Source: an optimization exercise on an open RTL-to-GDS flow (aim: small area and a short achievable clock period). Production flows keep margins and buffers that such runs may drop.
In this exercise RTL edits were held to simulation tests only and were not proved equivalent to the original.
No activity file was given, so power comes from the tool's default toggle rates.

==> flow/config.mk <==
export PLATFORM = sky130hd
export DESIGN_NAME = regfile_param
export DESIGN_NICKNAME = regfile_param
export VERILOG_FILES = /design/flow/design.v
export SDC_FILE = /design/flow/constraint.sdc
export NUM_CORES = 4
export LEC_CHECK = 0
export CAP_MARGIN = 20
export CORE_MARGIN = 2
export CORE_UTILIZATION = 30
export CTS_BUF_LIST = sky130_fd_sc_hd__clkbuf_4 sky130_fd_sc_hd__clkbuf_8
export SETUP_SLACK_MARGIN = 1.2
export SLEW_MARGIN = 20
export SYNTH_HIERARCHICAL = 1
export SYNTH_MINIMUM_KEEP_SIZE = 0
==> flow/constraint.sdc <==
create_clock -name core_clock -period 6.5 [get_ports {clk}]
set_input_delay 1.3000 -clock core_clock [delete_from_list [all_inputs] [get_ports {clk}]]
set_output_delay 1.3000 -clock core_clock [all_outputs]
set_load 0.01 [all_outputs]
==> flow/design.v <==
module regfile_hold (
  input  logic en,
  input  logic enb,
  input  logic d,
  input  logic q,
  output logic y
);
  assign y = (en & d) | (enb & q);
endmodule
module regfile_aoi222 (
  input  logic a1, a2, b1, b2, c1, c2,
  output logic y
);
  assign y = ~((a1 & a2) | (b1 & b2) | (c1 & c2));
endmodule
module regfile_aoi22 (
  input  logic a1, a2, b1, b2,
  output logic y
);
  assign y = ~((a1 & a2) | (b1 & b2));
endmodule
module regfile_and4 (
  input  logic a, b, c, d,
  output logic y
);
  assign y = a & b & c & d;
endmodule
module regfile_and3 (
  input  logic a, b, c,
  output logic y
);
  assign y = a & b & c;
endmodule
module regfile_nand3 (
  input  logic a, b, c,
  output logic y
);
  assign y = ~(a & b & c);
endmodule
module regfile_nand4 (
  input  logic a, b, c, d,
  output logic y
);
  assign y = ~(a & b & c & d);
endmodule
module regfile_nor2 (
  input  logic a, b,
  output logic y
);
  assign y = ~(a | b);
endmodule
module regfile_nand2 (
  input  logic a, b,
  output logic y
);
  assign y = ~(a & b);
endmodule
module regfile_nor3 (
  input  logic a, b, c,
  output logic y
);
  assign y = ~(a | b | c);
endmodule
module regfile_nor4 (
  input  logic a, b, c, d,
  output logic y
);
  assign y = ~(a | b | c | d);
endmodule
module regfile_xnor2 (
  input  logic a, b,
  output logic y
);
  assign y = ~(a ^ b);
endmodule
module regfile_rdbit (
  input  logic [31:0] sel,
  input  logic [31:0] d,
  output logic        y
);
  logic [10:0] t;
  logic        p0, p1, q2, n01;
  for (genvar k = 0; k < 10; k++) begin : g_t
    regfile_aoi222 u_t (.a1(sel[3*k]), .a2(d[3*k]), .b1(sel[3*k+1]), .b2(d[3*k+1]),
                        .c1(sel[3*k+2]), .c2(d[3*k+2]), .y(t[k]));
  end
  regfile_aoi22 u_t10 (.a1(sel[30]), .a2(d[30]), .b1(sel[31]), .b2(d[31]), .y(t[10]));
  regfile_nand4 u_p0  (.a(t[0]), .b(t[1]), .c(t[2]), .d(t[3]), .y(p0));
  regfile_nand4 u_p1  (.a(t[4]), .b(t[5]), .c(t[6]), .d(t[7]), .y(p1));
  regfile_and3  u_q2  (.a(t[8]), .b(t[9]), .c(t[10]), .y(q2));
  regfile_nor2  u_n01 (.a(p0), .b(p1), .y(n01));
  regfile_nand2 u_y   (.a(n01), .b(q2), .y(y));
endmodule
module regfile_rdsel (
  input  logic [4:0]  rs,
  input  logic [4:0]  wraddr,
  input  logic        we,
  input  logic [31:1] nzf,
  input  logic [31:1] wenb,
  output logic [31:0] sel
);
  logic [4:0] rsn, x;
  logic [3:0] lo;
  logic [7:0] hi;
  logic       eqa, eqb, nz;
  assign rsn = ~rs;
  for (genvar j = 0; j < 4; j++) begin : g_lo
    regfile_nor2 u_lo (.a(j[0] ? rsn[0] : rs[0]), .b(j[1] ? rsn[1] : rs[1]), .y(lo[j]));
  end
  for (genvar k = 0; k < 8; k++) begin : g_hi
    regfile_nor3 u_hi (.a(k[0] ? rsn[2] : rs[2]), .b(k[1] ? rsn[3] : rs[3]),
                       .c(k[2] ? rsn[4] : rs[4]), .y(hi[k]));
  end
  for (genvar i = 1; i < 32; i++) begin : g_sel
    regfile_and4 u_sel (.a(lo[i % 4]), .b(hi[i / 4]), .c(nzf[i]), .d(wenb[i]), .y(sel[i]));
  end
  for (genvar k = 0; k < 5; k++) begin : g_x
    regfile_xnor2 u_x (.a(rs[k]), .b(wraddr[k]), .y(x[k]));
  end
  regfile_nand3 u_nz  (.a(rsn[0]), .b(rsn[1]), .c(hi[0]), .y(nz));
  regfile_nand4 u_eqa (.a(x[0]), .b(x[1]), .c(x[2]), .d(x[3]), .y(eqa));
  regfile_nand3 u_eqb (.a(x[4]), .b(we), .c(nz), .y(eqb));
  regfile_nor2  u_byp (.a(eqa), .b(eqb), .y(sel[0]));
endmodule
module regfile_param #(
  parameter int XLEN     = 32,
  parameter int NREGS    = 32,
  parameter int ZERO_REG = 1,
  parameter int BYPASS   = 1,
  localparam int AW      = $clog2(NREGS)
) (
  input  logic            clk,
  input  logic            rst_n,
  input  logic            we,
  input  logic [AW-1:0]   wraddr,
  input  logic [XLEN-1:0] wrdata,
  input  logic [AW-1:0]   rs1,
  input  logic [AW-1:0]   rs2,
  output logic [XLEN-1:0] rdout1,
  output logic [XLEN-1:0] rdout2,
  output logic [NREGS-1:0] zflag,
  input  logic            dbg_req,
  input  logic            dbg_ready,
  output logic            dbg_valid,
  output logic [AW-1:0]   dbg_addr,
  output logic [XLEN-1:0] dbg_data,
  output logic            dbg_busy,
  output logic            dbg_done
);
  localparam logic [AW-1:0] LAST_PTR = AW'(NREGS - 1);
  logic [XLEN-1:0]  regs_r [1:NREGS-1];
  logic [XLEN-1:0]  regs_nx_s [1:NREGS-1];
  logic [NREGS-1:1] zf_r;
  logic [NREGS-1:1] wen_s, wenb_s, live_s;
  logic [NREGS-1:1] decd_s;
  logic             wzero_s;
  logic            busy_r, valid_r, done_r, first_r;
  logic [AW-1:0]   addr_r;
  logic [XLEN-1:0] data_r;
  logic            load_s;
  assign load_s = busy_r && !valid_r && !done_r;
  logic [4:0] wan;
  logic [3:0] wlo;
  logic [7:0] whi;
  assign wan = ~wraddr;
  for (genvar j = 0; j < 4; j++) begin : g_wlo
    regfile_nor2 u_wlo (.a(j[0] ? wan[0] : wraddr[0]), .b(j[1] ? wan[1] : wraddr[1]), .y(wlo[j]));
  end
  for (genvar k = 0; k < 8; k++) begin : g_whi
    regfile_nor4 u_whi (.a(k[0] ? wan[2] : wraddr[2]), .b(k[1] ? wan[3] : wraddr[3]),
                        .c(k[2] ? wan[4] : wraddr[4]), .d(!we), .y(whi[k]));
  end
  logic [NREGS-1:1] rwenb_s;
  for (genvar i = 1; i < NREGS; i++) begin : g_wen
    regfile_nand2 u_wenb  (.a(wlo[i % 4]), .b(whi[i / 4]), .y(wenb_s[i]));
    regfile_nand2 u_rwenb (.a(wlo[i % 4]), .b(whi[i / 4]), .y(rwenb_s[i]));
  end
  always_comb begin
    for (int i = 1; i < NREGS; i++) begin
      wen_s[i]  = !wenb_s[i];
      decd_s[i] = load_s && !first_r && (addr_r == AW'(i - 1));
      live_s[i] = !zf_r[i] && rwenb_s[i];
    end
  end
  assign wzero_s = (wrdata == {XLEN{1'b0}});
  for (genvar i = 1; i < NREGS; i++) begin : g_reg
    for (genvar b = 0; b < XLEN; b++) begin : g_bit
      regfile_hold u_hold (.en(wen_s[i]), .enb(wenb_s[i]), .d(wrdata[b]),
                           .q(regs_r[i][b]), .y(regs_nx_s[i][b]));
    end
  end
  always_ff @(posedge clk) begin
    for (int i = 1; i < NREGS; i++) begin
      regs_r[i] <= regs_nx_s[i];
    end
  end
  always_ff @(posedge clk) begin
    for (int i = 1; i < NREGS; i++) begin
      if (!rst_n)        zf_r[i] <= 1'b1;
      else if (wen_s[i]) zf_r[i] <= wzero_s;
    end
  end
  assign zflag = {zf_r, 1'b1};
  logic [31:0] sel1_s, sel2_s, seld_s;
  regfile_rdsel u_sel1 (.rs(rs1), .wraddr(wraddr), .we(we), .nzf(~zf_r), .wenb(rwenb_s), .sel(sel1_s));
  regfile_rdsel u_sel2 (.rs(rs2), .wraddr(wraddr), .we(we), .nzf(~zf_r), .wenb(rwenb_s), .sel(sel2_s));
  assign seld_s = {decd_s & live_s, |(decd_s & wen_s)};
  logic [XLEN-1:0] rd1_s, rd2_s, rdd_s;
  for (genvar b = 0; b < XLEN; b++) begin : g_rd
    logic [31:0] col;
    assign col[0] = wrdata[b];
    for (genvar i = 1; i < NREGS; i++) begin : g_col
      assign col[i] = regs_r[i][b];
    end
    regfile_rdbit u_rd1 (.sel(sel1_s), .d(col), .y(rd1_s[b]));
    regfile_rdbit u_rd2 (.sel(sel2_s), .d(col), .y(rd2_s[b]));
    regfile_rdbit u_rdd (.sel(seld_s), .d(col), .y(rdd_s[b]));
  end
  assign rdout1 = rd1_s;
  assign rdout2 = rd2_s;
  always_ff @(posedge clk) begin
    if (!rst_n) begin
      busy_r  <= 1'b0;
      valid_r <= 1'b0;
      done_r  <= 1'b0;
      first_r <= 1'b0;
    end else if (!busy_r) begin
      if (dbg_req) begin
        busy_r  <= 1'b1;
        first_r <= 1'b1;
      end
    end else if (done_r) begin
      busy_r <= 1'b0;
      done_r <= 1'b0;
    end else if (valid_r) begin
      if (dbg_ready) begin
        valid_r <= 1'b0;
        done_r  <= (addr_r == LAST_PTR);
      end
    end else begin
      valid_r <= 1'b1;
      first_r <= 1'b0;
    end
  end
  always_ff @(posedge clk) begin
    if (!rst_n) begin
      addr_r <= {AW{1'b0}};
      data_r <= {XLEN{1'b0}};
    end else if (load_s) begin
      addr_r <= first_r ? {AW{1'b0}} : addr_r + AW'(1'b1);
      data_r <= rdd_s;
    end
  end
  assign dbg_valid = valid_r;
  assign dbg_busy  = busy_r;
  assign dbg_done  = done_r;
  assign dbg_addr  = addr_r;
  assign dbg_data  = data_r;
endmodule
==> flow/flow/run.sh <==
#!/bin/bash
# Standard ORFS layout, with plain buffers (not delay cells) on the ports.
set -euo pipefail
export BUFFER_PORTS_ARGS="-buffer_cell sky130_fd_sc_hd__buf_2"
bash standard.sh > standard.log 2>&1
==> flow/standard.sh <==
#!/bin/bash
# synth_recipe.tcl (not shown) runs the flow's synth.tcl, then flattens the netlist and writes it again
# the make line also repeats each setting of config.mk as NAME=value (left out here)
make -C /OpenROAD-flow-scripts/flow DESIGN_CONFIG=/design/flow/config.mk WORK_HOME=/design/flow/orfs CLKGATE_MAP_FILE= SYNTH_SCRIPT=/design/flow/synth_recipe.tcl "${@:-finish}"
==> results of run 1 <==
-- cell usage after synthesis (2+ instances only) --
| library cell | count |
|---|---|
| a21boi_0 | 34 |
| a21oi_1 | 4 |
| a222oi_1 | 960 |
| a22o_1 | 992 |
| a22oi_1 | 4 |
| a22oi_2 | 96 |
| a31oi_1 | 4 |
| a41oi_1 | 2 |
| and2_1 | 2 |
| and3_1 | 98 |
| and4_1 | 62 |
| buf_1 | 3 |
| clkbuf_1 | 26 |
| dfxtp_1 | 1064 |
| ha_1 | 6 |
| inv_1 | 95 |
| nand2_1 | 280 |
| nand2b_1 | 3 |
| nand3_1 | 9 |
| nand3b_1 | 2 |
| nand4_1 | 198 |
| nor2_1 | 115 |
| nor2b_1 | 5 |
| nor3_1 | 22 |
| nor3_2 | 16 |
| nor3b_1 | 2 |
| nor4_1 | 23 |
| nor4_2 | 8 |
| nor4bb_1 | 3 |
| o211ai_1 | 31 |
| o21a_1 | 3 |
| o21ai_0 | 6 |
| o31ai_1 | 2 |
| or2_2 | 2 |
| or3_1 | 4 |
| xnor2_1 | 10 |
-- power by group through the flow --
stage,clock network [uW],logic (uW),registers (uW)
after CTS,6450,1500,9040
after detailed placement,0,1470,9150
after global placement,0,1420,9120
after floorplan,0,1060,8790
-- Yosys stat by module, one instance, submodules excluded, a selection --
module	cells	cell area (um2)	flops+latches	times used
regfile_aoi222	1	10.0	0	960
regfile_nand3	1	5.00	0	4
regfile_nor4	1	12.5	0	8
regfile_nor3	1	10.0	0	16
regfile_nand4	1	6.26	0	194
regfile_xnor2	1	8.76	0	10
regfile_aoi22	1	12.5	0	96
regfile_nand2	1	3.75	0	158
regfile_and3	1	6.26	0	96
regfile_param	1498	23600	1064	1
regfile_rdsel	5	18.8	0	2
regfile_and4	1	8.76	0	62
regfile_nor2	1	3.75	0	110
regfile_hold	1	8.76	0	992
-- how the worst min path moves through the flow --
stage                        from            end  cells after the start  slack [ns]
detailed placement     data_r[15]     data_r[15]                      2        0.46
floorplan           regs_r[12][0]  regs_r[12][0]                      1        0.48
global placement       data_r[19]     data_r[19]                      2        0.45
CTS                    data_r[15]     data_r[15]                      2        0.46
-- timing repair --
item,CTS
hold buffers,0
gates cloned,15
setup endpoints to repair,64
pin swaps,64
setup buffers,22
gates resized for setup,126
-- stage by stage --
step | power, uW | setup slack (ns) | hold WS [ns]
global placement | 10500 | 0.456 | 0.450
floorplan | 9850 | 1.21 | 0.482
detailed placement | 10600 | 0.391 | 0.456
CTS | 17000 | 1.16 | 0.464
-- kinds of logic after synthesis --
kind of cell / count (synthesis)
muxes: 1
AOI/OAI and AO/OA: 2143
xor gates and xnor gates: 10
adders and majority gates: 6
buffers and inverters: 127
DFF: 1064
and+or+nand+nor: 862
other: 1
-- per-layer routing --
layer | track usage (%) | GRT overflow
met1 | 42.6 | 0
met2 | 44.3 | 1
met3 | 20.0 | 0
met4 | 25.4 | 0
met5 | 3.93 | 0
==> metrics.cfg, run 1 <==
[run_status]
outcome=stopped before the end
failed_stage=global routing (5_1_grt)
error=[ERROR GRT-0232] Routing congestion too high. Check the congestion heatmap in the GUI.

[synth]
synth_top_family_by_area=compound AO/OA/AOI/OAI gates
syn_avg_cell_area_um2=11.1
synth_seq_area_share_pct=45.5
ys_ff_latch=1064
syn_inst=4214
synth_area_leaders=dfxtp_1 45%, a222oi_1 21%, a22o_1 19%
synth_warnings=10
ys_types=54
yosysTopAreaCell=dfxtp_1
synth_mux_area_share_pct=0.0240
post_synth_fa_ha_maj_area_fraction_pct=0.160
synth-xor-area-share_pct=0.187
yosysTopAreaCellShare_pct=45.5
synthSimpleGateAreaFrac_pct=10.0
synth_area_um2=46800
syn_nets=4272
synth_ff_type=dfxtp_1
synth_compound_area_share_pct=43.1
synthArstFlopShare_pct=0
synth-edff-count=0

[die]
io_pins=188
start_util_pct=30.3
die_w_um=399
die_h_um=399
std_cell_rows=144

[place]
dp.cells=6638
placed_cell_area_um2=52400
gp_congestion=0.994
dpl.hpwl_mm=166
port_buffers=186

[global_routing]
grtUsageTotal_pct=34.9
grt.overflow.total=1
grt_max_degree=73

[clock_network]
cts_num_sinks=1064
clockBufferDepth=3
clockRootBuffer=clkbuf_8
h-tree-depth=4
cts_buffers=172

==> run 2, diff against run 1 <==
--- a/flow/config.mk
+++ b/flow/config.mk
@@ -7,8 +7,9 @@
 export LEC_CHECK = 0
-export CAP_MARGIN = 20
+export CAP_MARGIN = 0
+export CELL_PAD_IN_SITES_DETAIL_PLACEMENT = 2
+export CELL_PAD_IN_SITES_GLOBAL_PLACEMENT = 3
 export CORE_MARGIN = 2
 export CORE_UTILIZATION = 30
-export CTS_BUF_LIST = sky130_fd_sc_hd__clkbuf_4 sky130_fd_sc_hd__clkbuf_8
 export SETUP_SLACK_MARGIN = 1.2
-export SLEW_MARGIN = 20
+export SLEW_MARGIN = 0
 export SYNTH_HIERARCHICAL = 1
==> metrics.cfg, run 2 <==
[run_status]
outcome=complete, no violations

[die]
coreArea_um2=155000
std_cell_rows=144
die_h_um=399
die_area_um2=159000
start_util_pct=30.3
die_w_um=399
io_pins=188

[synth]
yosysMostFrequentCell=dfxtp_1
synth_compound_area_share_pct=43.1
synth_top_family_by_area=compound AO/OA/AOI/OAI gates
syn_avg_cell_area_um2=11.1
syn_inst=4214
synth_mux_area_share_pct=0.0240
synth_area_um2=46800
synth_warnings=10
synth.top_cells.by_count=1064 x dfxtp_1, 992 x a22o_1, 960 x a222oi_1, 280 x nand2_1, 198 x nand4_1
ys_types=54
ys_ff_latch=1064
yosysTopAreaCell=dfxtp_1
synth_ff_type=dfxtp_1
synthSimpleGateAreaFrac_pct=10.0
synthArstFlopShare_pct=0
synth_seq_area_share_pct=45.5
synth-xor-area-share_pct=0.187
syn_nets=4272
synth_area_leaders=dfxtp_1 45%, a222oi_1 21%, a22o_1 19%
post_synth_fa_ha_maj_area_fraction_pct=0.160
synth-edff-count=0
yosysTopAreaCellShare_pct=45.5

[finish]
final_layout_size_suffix_gt1_share_pct=25.8
final_core_util_pct=39.9
largest_register=regs_r
fillers=16200
final_cell_area_um2=61600
syn2layout_area_growth_pct=31.6
largest_reg_flops=992
finalNetCount=5088
top_regs=regs_r x992, data_r x32, zf_r x31
layout_common_cells=1064 x dfxtp_1, 992 x a22o_1, 960 x a222oi_1
layout_commonest_cell=dfxtp_1

[routing]
first_pass_iters=14
viasPerCell=7.94
dr.first_iter.drc_count=13300
wire_per_inst_um=51.5
wl_mm=371
ant_nets=0
drc=0
num_vias=57100

[sta]
achievable-frequency_ghz=0.173
finalSetupTns_ns=0
skew_ns=0.0268
finalSetupViolCount=0
min_period_over_period_pct=89.1
worst_pin_slew_ns=1.34
period_minus_slack_ns=5.79
rsz0062_at_grt=true
relSlewSlack_pct=10.8
final_hold_viol_count=0
setup_ws_ns=0.707
slew_viol_final=0

[setup_path]
reg2reg_depth=14
r2r_start=busy_r
crit_required_ns=5.20
cp_data_arrival_time_ns=4.49
cpPeakStageDelay_ns=0.73
crit_start=rs2[2]
endpoint=rdout2[3]
slowest_stage=nor3_4
crit_type=in2out
ff2ff_setup_slack_ns=1.57
cp-end-kind=output port
critPathMostFrequentCell=buf_4
crit_chain=buf_2 -> inv_1 -> nor3_4 -> and4_4 -> buf_4 -> buf_4 -> a222oi_1 -> nand4_1 -> nor2_1 -> buf_4 -> nand2_1 -> buf_2
path_max_fanout=11
cp-start-kind=primary input
reg2reg_to=data_r[4]

[min_path]
min-delay-start=data_r[22]
holdPathStages=2
worstHoldPathType=reg2reg

[global_routing]
grt_pass1_wl_mm=483
grt.overflow.total=0
first_global_vias=54400
grtUsageTotal_pct=43.6
antenna_found_initial=34
grt_max_degree=73

[place]
dpl.hpwl_mm=220
port_buffers=186
gp_congestion=0.916
placed_cell_area_um2=53400
dp_slack_ns=0.0305

[clock_network]
cts_tree=built
cts_buffers=137
clockRootBuffer=clkbuf_16
cts_hold_buf=0
clk_latency_ns=0.77
h-tree-depth=4
clockBufferDepth=3
path_clk_slew_ns=0.05
cts_num_sinks=1064

[power_and_ir_drop]
vdd_drop_max_v=0.000265
p_leak_uw=0.0244
power_density_nw_per_um2=309

[job]
cap_violations=0

## run 2: cell counts after synthesis
No cell type changed its count.
## run 2: how the worst min path moves through the flow
stage / to / slack, ns
floorplan: regs_r[12][0] / 0.48
global placement: data_r[1] / 0.45
detailed placement: data_r[23] / 0.46
CTS: data_r[22] / 0.47
global route: data_r[25] / 0.49
finish: data_r[22] / 0.47
## run 2: power by group
group	leakage [uW]	total, uW	switching (uW)	internal [uW]
Sequential	0.00884	9180	1430	7750
Clock	0.00237	8200	3260	4940
Combinational	0.0132	1660	749	913
Total	0.0244	19000	5430	13600
## run 2: cells by family after synthesis
family	after synthesis
buffers and inverters	127
xor gates and xnor gates	10
and+or+nand+nor	862
DFF	1064
AOI/OAI and AO/OA	2143
other	1
adders and majority gates	6
muxes	1
## run 2: routing by layer
metal	wire [um]	track usage, %
met1	145000	57.2
met4	26100	26.0
met5	382	0
met2	150000	61.8
met3	49900	14.2
## run 2: modules after synthesis (local to each module, per instance), excerpt
module | times used | cells | cell area [um2] | flip-flops and latches
regfile_param | 1 | 1498 | 23600 | 1064
regfile_rdsel | 2 | 5 | 18.8 | 0
regfile_aoi22 | 96 | 1 | 12.5 | 0
regfile_nor4 | 8 | 1 | 12.5 | 0
regfile_aoi222 | 960 | 1 | 10.0 | 0
regfile_nor3 | 16 | 1 | 10.0 | 0
regfile_and4 | 62 | 1 | 8.76 | 0
regfile_hold | 992 | 1 | 8.76 | 0
regfile_xnor2 | 10 | 1 | 8.76 | 0
regfile_and3 | 96 | 1 | 6.26 | 0
regfile_nand4 | 194 | 1 | 6.26 | 0
regfile_nand3 | 4 | 1 | 5.00 | 0
regfile_nand2 | 158 | 1 | 3.75 | 0
regfile_nor2 | 110 | 1 | 3.75 | 0
## run 2: through the flow
step,power (uW),hold WS [ns],std cells
6_report,19000,0.467,7193
3_3_place_gp,10600,0.454,6743
5_1_grt,19600,0.489,7186
3_5_place_dp,10700,0.463,6744
2_1_floorplan,9850,0.482,4214
4_1_cts,18900,0.471,7111
## run 2: worst max-delay path, delay by kind of cell
family | cells | cell delay, ns
compound gates | 1 | 0.10
simple gates | 5 | 1.84
buf+inv | 6 | 1.24
## run 2: layout make-up
cell class	instances	area (um2)	area share, %
multi-input cells	3043	26400	42.8
flip-flops and latches	1064	21300	34.6
repair buffers	688	6200	10.1
clock buffers	205	4240	6.88
well taps	2044	2560	4.15
clock inverters	42	543	0.881
inverters	96	375	0.609
diodes	11	27.5	0.0447
## run 2: what timing repair did
action	CTS	global route
hold endpoints to repair	0	0
setup buffers	106	55
resized for setup	262	135
pin swaps	176	206
setup endpoints to repair	64	64
gates cloned	14	16
==> run 3, diff against run 2 <==
==> flow/flow/run.sh (replaced) <==
#!/bin/bash
# Standard ORFS layout, with plain buffers (not delay cells) on the ports and
# global-routing capacity shifted off met1 (see fastroute.tcl).
set -euo pipefail
export BUFFER_PORTS_ARGS="-buffer_cell sky130_fd_sc_hd__buf_2"
export FASTROUTE_TCL="$PWD/flow/fastroute.tcl"
bash standard.sh > standard.log 2>&1
==> flow/flow/fastroute.tcl (new file) <==
# Global routing capacity: keep met1 mostly for pin access, push routes up.
set_global_routing_layer_adjustment met1 0.6
set_global_routing_layer_adjustment met2 0.3
set_global_routing_layer_adjustment met3-met5 0.1

set_routing_layers -clock $::env(MIN_CLK_ROUTING_LAYER)-$::env(MAX_ROUTING_LAYER)
set_routing_layers -signal $::env(MIN_ROUTING_LAYER)-$::env(MAX_ROUTING_LAYER)
--- a/flow/config.mk
+++ b/flow/config.mk
@@ -8,6 +8,7 @@
 export CAP_MARGIN = 0
-export CELL_PAD_IN_SITES_DETAIL_PLACEMENT = 2
-export CELL_PAD_IN_SITES_GLOBAL_PLACEMENT = 3
 export CORE_MARGIN = 2
 export CORE_UTILIZATION = 30
+export CTS_BUF_LIST = sky130_fd_sc_hd__clkbuf_16
+export CTS_CLUSTER_DIAMETER = 150
+export CTS_CLUSTER_SIZE = 40
 export SETUP_SLACK_MARGIN = 1.2
==> metrics.cfg, run 3 <==
[clock_network]
clockRootBuffer=clkbuf_16
clockBufferDepth=3
cts_num_sinks=1064
cts_buffers=30
h-tree-depth=1
cts_hold_buf=0

[synth]
ys_ff_latch=1064
synthArstFlopShare_pct=0
yosysTopAreaCellShare_pct=45.5
synth_area_um2=46800
yosysTopAreaCell=dfxtp_1
ys_types=54
synth_seq_area_share_pct=45.5
yosysMostFrequentCell=dfxtp_1
synth_ff_type=dfxtp_1
synth_area_leaders=dfxtp_1 45%, a222oi_1 21%, a22o_1 19%
synth_warnings=10
syn_nets=4272
syn_inst=4214
synth.top_cells.by_count=1064 x dfxtp_1, 992 x a22o_1, 960 x a222oi_1, 280 x nand2_1, 198 x nand4_1
syn_avg_cell_area_um2=11.1
synth-edff-count=0

[die]
start_util_pct=30.3
die_w_um=399
std_cell_rows=144
die_h_um=399
io_pins=188

[global_routing]
grt_max_degree=73
grtUsageTotal_pct=43.5
grt.overflow.total=1

[place]
dpl.hpwl_mm=167
gp_congestion=1.04
port_buffers=186
dp.cells=6632

[run_status]
failed_stage=global routing (5_1_grt)
error=[ERROR GRT-0232] Routing congestion too high. Check the congestion heatmap in the GUI.
outcome=stopped before the end

run 3: cell counts after synthesis:
No cell type changed its count.
run 3: worst max path at each step:
stage | startpoint | endpoint | slack, ns | depth (start not counted)
after floorplan | we | data_r[0] | 1.21 | 14
after global placement | wraddr[3] | rdout1[31] | 0.36 | 11
after detailed placement | wraddr[3] | rdout1[31] | 0.36 | 11
after CTS | we | rdout1[8] | 1.08 | 13
run 3: per-layer routing:
layer	track usage, %	GRT overflow
met5	20.2	0
met4	32.5	0
met3	41.7	1
met2	49.1	0
met1	52.8	0
run 3: cell families after synthesis:
family	Yosys count	share of synthesized area (%)
simple gates	862	10.0
fa+ha+maj	6	0.160
compound gates	2143	43.1
mux	1	0.0240
flops	1064	45.5
xor+xnor	10	0.187
other cells	1	0.00801
buf+inv	127	1.03
run 3: what timing repair did:
| action | 4_1_cts |
|---|---|
| buffers inserted | 47 |
| cloned | 19 |
| pin swaps | 101 |
| setup endpoints to repair | 64 |
| resized for setup | 154 |
run 3: stage by stage:
step                      power [uW]  util [%]  setup slack [ns]  instance area [um2]
after CTS                      13500      35.1              1.08                54200
after detailed placement       10600      33.9             0.357                52400
after global placement         10500      33.9             0.363                52400
after floorplan                 9850         -              1.21                46800
run 3: Yosys stat by module, one instance, submodules excluded, a selection:
module / cell area (um2) / flip-flops and latches / copies in the design / cells
regfile_and4: 8.76 / 0 / 62 / 1
regfile_nor2: 3.75 / 0 / 110 / 1
regfile_aoi22: 12.5 / 0 / 96 / 1
regfile_rdsel: 18.8 / 0 / 2 / 5
regfile_nand2: 3.75 / 0 / 158 / 1
regfile_hold: 8.76 / 0 / 992 / 1
regfile_nand4: 6.26 / 0 / 194 / 1
regfile_xnor2: 8.76 / 0 / 10 / 1
regfile_and3: 6.26 / 0 / 96 / 1
regfile_nor3: 10.0 / 0 / 16 / 1
regfile_nand3: 5.00 / 0 / 4 / 1
regfile_aoi222: 10.0 / 0 / 960 / 1
regfile_nor4: 12.5 / 0 / 8 / 1
regfile_param: 23600 / 1064 / 1 / 1498
run 3: power groups by stage:
| stage | registers (uW) | clock network, uW | logic [uW] |
|---|---|---|---|
| after detailed placement | 9150 | 0 | 1470 |
| after CTS | 9010 | 2940 | 1510 |
| after floorplan | 8790 | 0 | 1060 |
| after global placement | 9110 | 0 | 1420 |

==> static timing again, ports no longer ideal <==
How much do the figures lean on ideal ports? The routed layout below was timed once more, with nothing changed but the port constraints. Step 1 assumes that a clkbuf_16 drives the clock port and a buf_2 every other input. Step 2 moves the port delays by t, midway between the first and last clock arrival at a register: inputs arrive t later, outputs are due t later. That takes back most of the time a late clock gives input paths. Slacks: ideal / step 1 / step 2; pairs: ideal / step 1.
run: run 2
t (ns): 0.849
slack for setup (ns): 0.707 / 0.674 / 0.526
clock arrival spread, ns: 0.038 / 0.038
slew at the worst register clock pin (ns): 0.07 / 0.07
After both steps run 2 still meets setup and hold. For run 2, drivers alone change the setup slack by -0.033 ns; drivers and shift together by -0.181 ns.
